This is an optimization exercise on Yosys and OpenROAD, whose aim is small area and a short achievable clock period, not a production implementation.
The RTL was checked by simulation tests, not by an equivalence proof against the original design.

Setup of old:
==> module rng_readout, before the edit <==
module rng_readout #(
    parameter  int DATA_W = 512,
    parameter  int SEG_W  = 8,
    parameter  int DEPTH  = 4,
    localparam int NSEG   = DATA_W / SEG_W,
    localparam int IW     = (NSEG > 1) ? $clog2(NSEG) : 1,
    localparam int CW     = $clog2(DEPTH + 1)
) (
    input  logic              clk,
    input  logic              rst_n,
    input  logic              in_valid,
    input  logic [DATA_W-1:0] in_data,
    input  logic              next_seg,
    input  logic              clear_ovf,
    output logic [SEG_W-1:0]  out_seg,
    output logic [IW-1:0]     seg_idx,
    output logic              word_avail,
    output logic [CW-1:0]     count,
    output logic              full,
    output logic              overflow
);
    logic              r_valid_q;
    logic [DEPTH:0]    r_cnt_oh;     
    logic [DEPTH-1:0]  r_cnt_lo;     
    logic              r_nfull;      
    logic [DEPTH-1:0]  r_wr_oh;      
    logic [DEPTH-1:0]  r_rd_oh;      
    logic [DEPTH-1:0]  r_rsel;       
    logic [NSEG-1:0]   r_seg_oh;     
    logic [DATA_W-1:0] r_mem [DEPTH];
    logic [CW-1:0]     r_count;
    logic              r_full;
    logic              r_avail;
    logic              r_ovf;
    logic [IW-1:0]     r_seg_idx;
    logic [SEG_W-1:0]  r_out_seg;
    logic w_empty, w_isfull, w_last;
    logic w_capture, w_adv, w_pop, w_push, w_drop;
    logic [DEPTH:0]   w_cnt_nxt;
    logic [DEPTH-1:0] w_wr_nxt, w_rd_nxt;
    logic [NSEG-1:0]  w_seg_nxt;
    logic [SEG_W-1:0] w_sel;
    assign r_cnt_oh  = {~r_nfull, r_cnt_lo};
    assign w_empty   = r_cnt_oh[0];
    assign w_isfull  = r_cnt_oh[DEPTH];
    assign w_last    = r_seg_oh[NSEG-1];
    assign w_capture = in_valid & ~r_valid_q;
    assign w_adv     = ~w_empty & next_seg;
    assign w_pop     = w_adv & w_last;
    assign w_push    = w_capture & (~w_isfull | w_pop);
    assign w_drop    = w_capture & w_isfull & ~w_pop;
    always_comb begin
        case ({w_push, w_pop})
            2'b10:   w_cnt_nxt = {r_cnt_oh[DEPTH-1:0], 1'b0};
            2'b01:   w_cnt_nxt = {1'b0, r_cnt_oh[DEPTH:1]};
            default: w_cnt_nxt = r_cnt_oh;
        endcase
    end
    assign w_wr_nxt  = w_push ? {r_wr_oh[DEPTH-2:0], r_wr_oh[DEPTH-1]} : r_wr_oh;
    assign w_rd_nxt  = w_pop  ? {r_rd_oh[DEPTH-2:0], r_rd_oh[DEPTH-1]} : r_rd_oh;
    assign w_seg_nxt = (w_empty | w_pop) ? NSEG'(1)
                     : w_adv ? {r_seg_oh[NSEG-2:0], r_seg_oh[NSEG-1]}
                     : r_seg_oh;
    always_ff @(posedge clk or negedge rst_n) begin
        if (!rst_n) begin
            r_valid_q <= 1'b0;
            r_cnt_lo  <= DEPTH'(1);
            r_nfull   <= 1'b1;
            r_wr_oh   <= DEPTH'(1);
            r_rd_oh   <= DEPTH'(1);
            r_rsel    <= '0;
        end else begin
            r_valid_q <= in_valid;
            r_cnt_lo  <= w_cnt_nxt[DEPTH-1:0];
            r_nfull   <= ~w_cnt_nxt[DEPTH];
            r_wr_oh   <= w_wr_nxt;
            r_rd_oh   <= w_rd_nxt;
            r_rsel    <= w_cnt_nxt[0] ? '0 : w_rd_nxt;
        end
    end
    always_ff @(posedge clk) begin
        r_seg_oh <= w_seg_nxt;
    end
    always_ff @(posedge clk or negedge rst_n) begin
        if (!rst_n) begin
            r_count   <= '0;
            r_full    <= 1'b0;
            r_avail   <= 1'b0;
            r_ovf     <= 1'b0;
            r_seg_idx <= '0;
            r_out_seg <= '0;
        end else begin
            r_count   <= CW'(w_cnt_nxt[1]) | CW'(2 * w_cnt_nxt[2]) | CW'(3 * w_cnt_nxt[3])
                       | CW'(4 * w_cnt_nxt[4]);
            r_full    <= w_cnt_nxt[DEPTH];
            r_avail   <= ~w_cnt_nxt[0];
            if (w_pop) begin
                r_seg_idx <= '0;
            end else if (w_adv) begin
                r_seg_idx <= r_seg_idx + IW'(1);
            end
            if (w_drop) begin
                r_ovf <= 1'b1;
            end else if (clear_ovf) begin
                r_ovf <= 1'b0;
            end
            r_out_seg <= w_sel;
        end
    end
    logic [DEPTH-1:0] w_wen_lo, w_wen_hi;
    assign w_wen_lo = r_wr_oh & {DEPTH{~w_isfull | w_last}};
    assign w_wen_hi = r_wr_oh & {DEPTH{~w_isfull | (w_last & next_seg)}};
    generate
        for (genvar w = 0; w < DEPTH; w++) begin : g_slot
            always_ff @(posedge clk) begin
                if (w_wen_lo[w]) r_mem[w][DATA_W-SEG_W-1:0] <= in_data[DATA_W-SEG_W-1:0];
                if (w_wen_hi[w]) r_mem[w][DATA_W-1:DATA_W-SEG_W] <= in_data[DATA_W-1:DATA_W-SEG_W];
            end
        end
    endgenerate
    logic [SEG_W-1:0] w_hit_n [DEPTH];
    generate
        for (genvar w = 0; w < DEPTH; w++) begin : g_rw
            for (genvar b = 0; b < SEG_W; b++) begin : g_rb
                logic [20:0] m;
                logic [6:0]  p;
                logic [2:0]  n;
                logic        hit;
                for (genvar i = 0; i < 21; i++) begin : g_m
                    rng_readout_aoi222 u_c (
                        .a0(r_seg_oh[3*i]),   .b0(r_mem[w][(3*i)*SEG_W + b]),
                        .a1(r_seg_oh[3*i+1]), .b1(r_mem[w][(3*i+1)*SEG_W + b]),
                        .a2(r_seg_oh[3*i+2]), .b2(r_mem[w][(3*i+2)*SEG_W + b]),
                        .y(m[i]));
                end
                for (genvar j = 0; j < 7; j++) begin : g_p
                    rng_readout_nand3 u_c (.a(m[3*j]), .b(m[3*j+1]), .c(m[3*j+2]), .y(p[j]));
                end
                rng_readout_nor3 u_n0 (.a(p[0]), .b(p[1]), .c(p[2]), .y(n[0]));
                rng_readout_nor3 u_n1 (.a(p[3]), .b(p[4]), .c(p[5]), .y(n[1]));
                rng_readout_aoi21 u_n2 (.a0(r_seg_oh[63]), .a1(r_mem[w][63*SEG_W + b]), .b(p[6]),
                                        .y(n[2]));
                rng_readout_nand3 u_h (.a(n[0]), .b(n[1]), .c(n[2]), .y(hit));
                rng_readout_nand2 u_s (.a(hit), .b(r_rsel[w]), .y(w_hit_n[w][b]));
            end
        end
        for (genvar b = 0; b < SEG_W; b++) begin : g_ob
            rng_readout_nand4 u_c (.a(w_hit_n[0][b]), .b(w_hit_n[1][b]), .c(w_hit_n[2][b]),
                                   .d(w_hit_n[3][b]), .y(w_sel[b]));
        end
    endgenerate
    assign out_seg    = r_out_seg;
    assign seg_idx    = r_seg_idx;
    assign word_avail = r_avail;
    assign count      = r_count;
    assign full       = r_full;
    assign overflow   = r_ovf;
endmodule
export LEC_CHECK = 0
export CAP_MARGIN = 20
export CORE_MARGIN = 2
export CORE_UTILIZATION = 70
export CTS_CLUSTER_DIAMETER = 100
export CTS_CLUSTER_SIZE = 30
export SETUP_SLACK_MARGIN = 2.8
export SLEW_MARGIN = 20
export SYNTH_HIERARCHICAL = 1
export SYNTH_MINIMUM_KEEP_SIZE = 0
create_clock -name core_clock -period 5.0 [get_ports {clk}]
standard.sh (not shown) runs the stock make flow with config.mk's settings and CLKGATE_MAP_FILE= SYNTH_SCRIPT=/design/flow/synth_recipe.tcl, a recipe that flattens the netlist after the stock synthesis.
==> flow/flow/run.sh <==
#!/bin/bash
set -euo pipefail
export BUFFER_PORTS_ARGS="-buffer_cell sky130_fd_sc_hd__buf_1"
bash standard.sh finish > standard_flow.log 2>&1
Input-level comparison between new and old:
-- flow/design.v --
<<< old, line 23
    logic              r_valid_q;
    logic [DEPTH:0]    r_cnt_oh;     
    logic [DEPTH-1:0]  r_cnt_lo;     
    logic              r_nfull;      
    logic [DEPTH-1:0]  r_wr_oh;      
    logic [DEPTH-1:0]  r_rd_oh;      
    logic [DEPTH-1:0]  r_rsel;       
    logic [NSEG-1:0]   r_seg_oh;     
    logic [DATA_W-1:0] r_mem [DEPTH];
    logic [CW-1:0]     r_count;
>>> new, line 23
    logic              r_valid_q;
    logic [DEPTH:0]    r_cnt_oh;     
    logic [DEPTH-1:0]  r_wr_oh;      
    logic [DEPTH-1:0]  r_rd_oh;      
    logic [DEPTH-1:0]  r_rsel;       
    logic [NSEG-1:0]   r_seg_oh;     
    logic [DEPTH-1:0]  r_wfree;      
    logic [DEPTH-1:0]  r_wlast;      
    logic [DEPTH-1:0]  r_wen_lo;     
    logic [DATA_W-1:0] r_mem [DEPTH];
    logic [CW-1:0]     r_count;
<<< old, line 42
    logic [NSEG-1:0]  w_seg_nxt;
    logic [SEG_W-1:0] w_sel;
    assign r_cnt_oh  = {~r_nfull, r_cnt_lo};
    assign w_empty   = r_cnt_oh[0];
    assign w_isfull  = r_cnt_oh[DEPTH];
>>> new, line 43
    logic [NSEG-1:0]  w_seg_nxt;
    logic [SEG_W-1:0] w_sel;
    assign w_empty   = r_cnt_oh[0];
    assign w_isfull  = r_cnt_oh[DEPTH];
<<< old, line 66
        if (!rst_n) begin
            r_valid_q <= 1'b0;
            r_cnt_lo  <= DEPTH'(1);
            r_nfull   <= 1'b1;
            r_wr_oh   <= DEPTH'(1);
            r_rd_oh   <= DEPTH'(1);
            r_rsel    <= '0;
        end else begin
            r_valid_q <= in_valid;
            r_cnt_lo  <= w_cnt_nxt[DEPTH-1:0];
            r_nfull   <= ~w_cnt_nxt[DEPTH];
            r_wr_oh   <= w_wr_nxt;
            r_rd_oh   <= w_rd_nxt;
            r_rsel    <= w_cnt_nxt[0] ? '0 : w_rd_nxt;
        end
    end
>>> new, line 66
        if (!rst_n) begin
            r_valid_q <= 1'b0;
            r_cnt_oh  <= (DEPTH+1)'(1);
            r_wr_oh   <= DEPTH'(1);
            r_rd_oh   <= DEPTH'(1);
            r_rsel    <= '0;
            r_wfree   <= DEPTH'(1);
            r_wlast   <= '0;
            r_wen_lo  <= DEPTH'(1);
        end else begin
            r_valid_q <= in_valid;
            r_cnt_oh  <= w_cnt_nxt;
            r_wr_oh   <= w_wr_nxt;
            r_rd_oh   <= w_rd_nxt;
            r_rsel    <= w_cnt_nxt[0] ? '0 : w_rd_nxt;
            r_wfree   <= w_cnt_nxt[DEPTH] ? '0 : w_wr_nxt;
            r_wlast   <= (w_cnt_nxt[DEPTH] & w_seg_nxt[NSEG-1]) ? w_wr_nxt : '0;
            r_wen_lo  <= (~w_cnt_nxt[DEPTH] | w_seg_nxt[NSEG-1]) ? w_wr_nxt : '0;
        end
    end
<<< old, line 109
        end
    end
    logic [DEPTH-1:0] w_wen_lo, w_wen_hi;
    assign w_wen_lo = r_wr_oh & {DEPTH{~w_isfull | w_last}};
    assign w_wen_hi = r_wr_oh & {DEPTH{~w_isfull | (w_last & next_seg)}};
    generate
        for (genvar w = 0; w < DEPTH; w++) begin : g_slot
            always_ff @(posedge clk) begin
                if (w_wen_lo[w]) r_mem[w][DATA_W-SEG_W-1:0] <= in_data[DATA_W-SEG_W-1:0];
                if (w_wen_hi[w]) r_mem[w][DATA_W-1:DATA_W-SEG_W] <= in_data[DATA_W-1:DATA_W-SEG_W];
            end
>>> new, line 113
        end
    end
    logic [DEPTH-1:0] w_wen_hi;
    assign w_wen_hi = r_wfree | (r_wlast & {DEPTH{next_seg}});
    generate
        for (genvar w = 0; w < DEPTH; w++) begin : g_slot
            always_ff @(posedge clk) begin
                if (r_wen_lo[w]) r_mem[w][DATA_W-SEG_W-1:0] <= in_data[DATA_W-SEG_W-1:0];
                if (w_wen_hi[w]) r_mem[w][DATA_W-1:DATA_W-SEG_W] <= in_data[DATA_W-1:DATA_W-SEG_W];
            end
==> comparison <==
old has a lower post-place setup slack than new.
Compared with old, new shows a lower area added between synthesis and finish.
Measured against each other, old and new differ in non-clock buffer count, the lower figure coming from new.
Comparing old and new, the lower register bit count reported by yosys was measured on old.
Delta (new minus old): clock-buffer cell count lost 8; height of the die comparable; post-CTS setup-driven buffer insertion count went down 8.
Diff old -> new | total number of clock tree sinks | up slightly
For die area, old and new come out practically identical.

[static timing again, ports no longer ideal]
The flow's constraints put no driver on any port. The routed layouts listed below were extracted and timed again, unchanged, in two steps. Step 1 sets driving cells, clkbuf_16 on the clock port and buf_2 on the other inputs (assumed; they add their load-dependent delay and slew). Step 2 also shifts input and output timing later by t, the mid clock arrival at the registers, as if the neighbouring blocks saw the same clock. Slacks: no drivers / after step 1 / after step 2; pairs: no drivers / after step 1.
run	t (ns)	slack for setup (ns)	worst setup path after step 2	latest minus earliest clock arrival (ns)	worst data-port slew with drivers (ns)
old	0.780	2.669 / 2.593 / 2.158	input to register	0.027 / 0.027	0.21
new	0.770	2.691 / 2.617 / 2.205	input to register	0.034 / 0.034	0.19
After both steps every run listed still meets setup and hold. For old, which loses most, drivers alone change the setup slack by -0.076 ns; drivers and shift together by -0.511 ns.
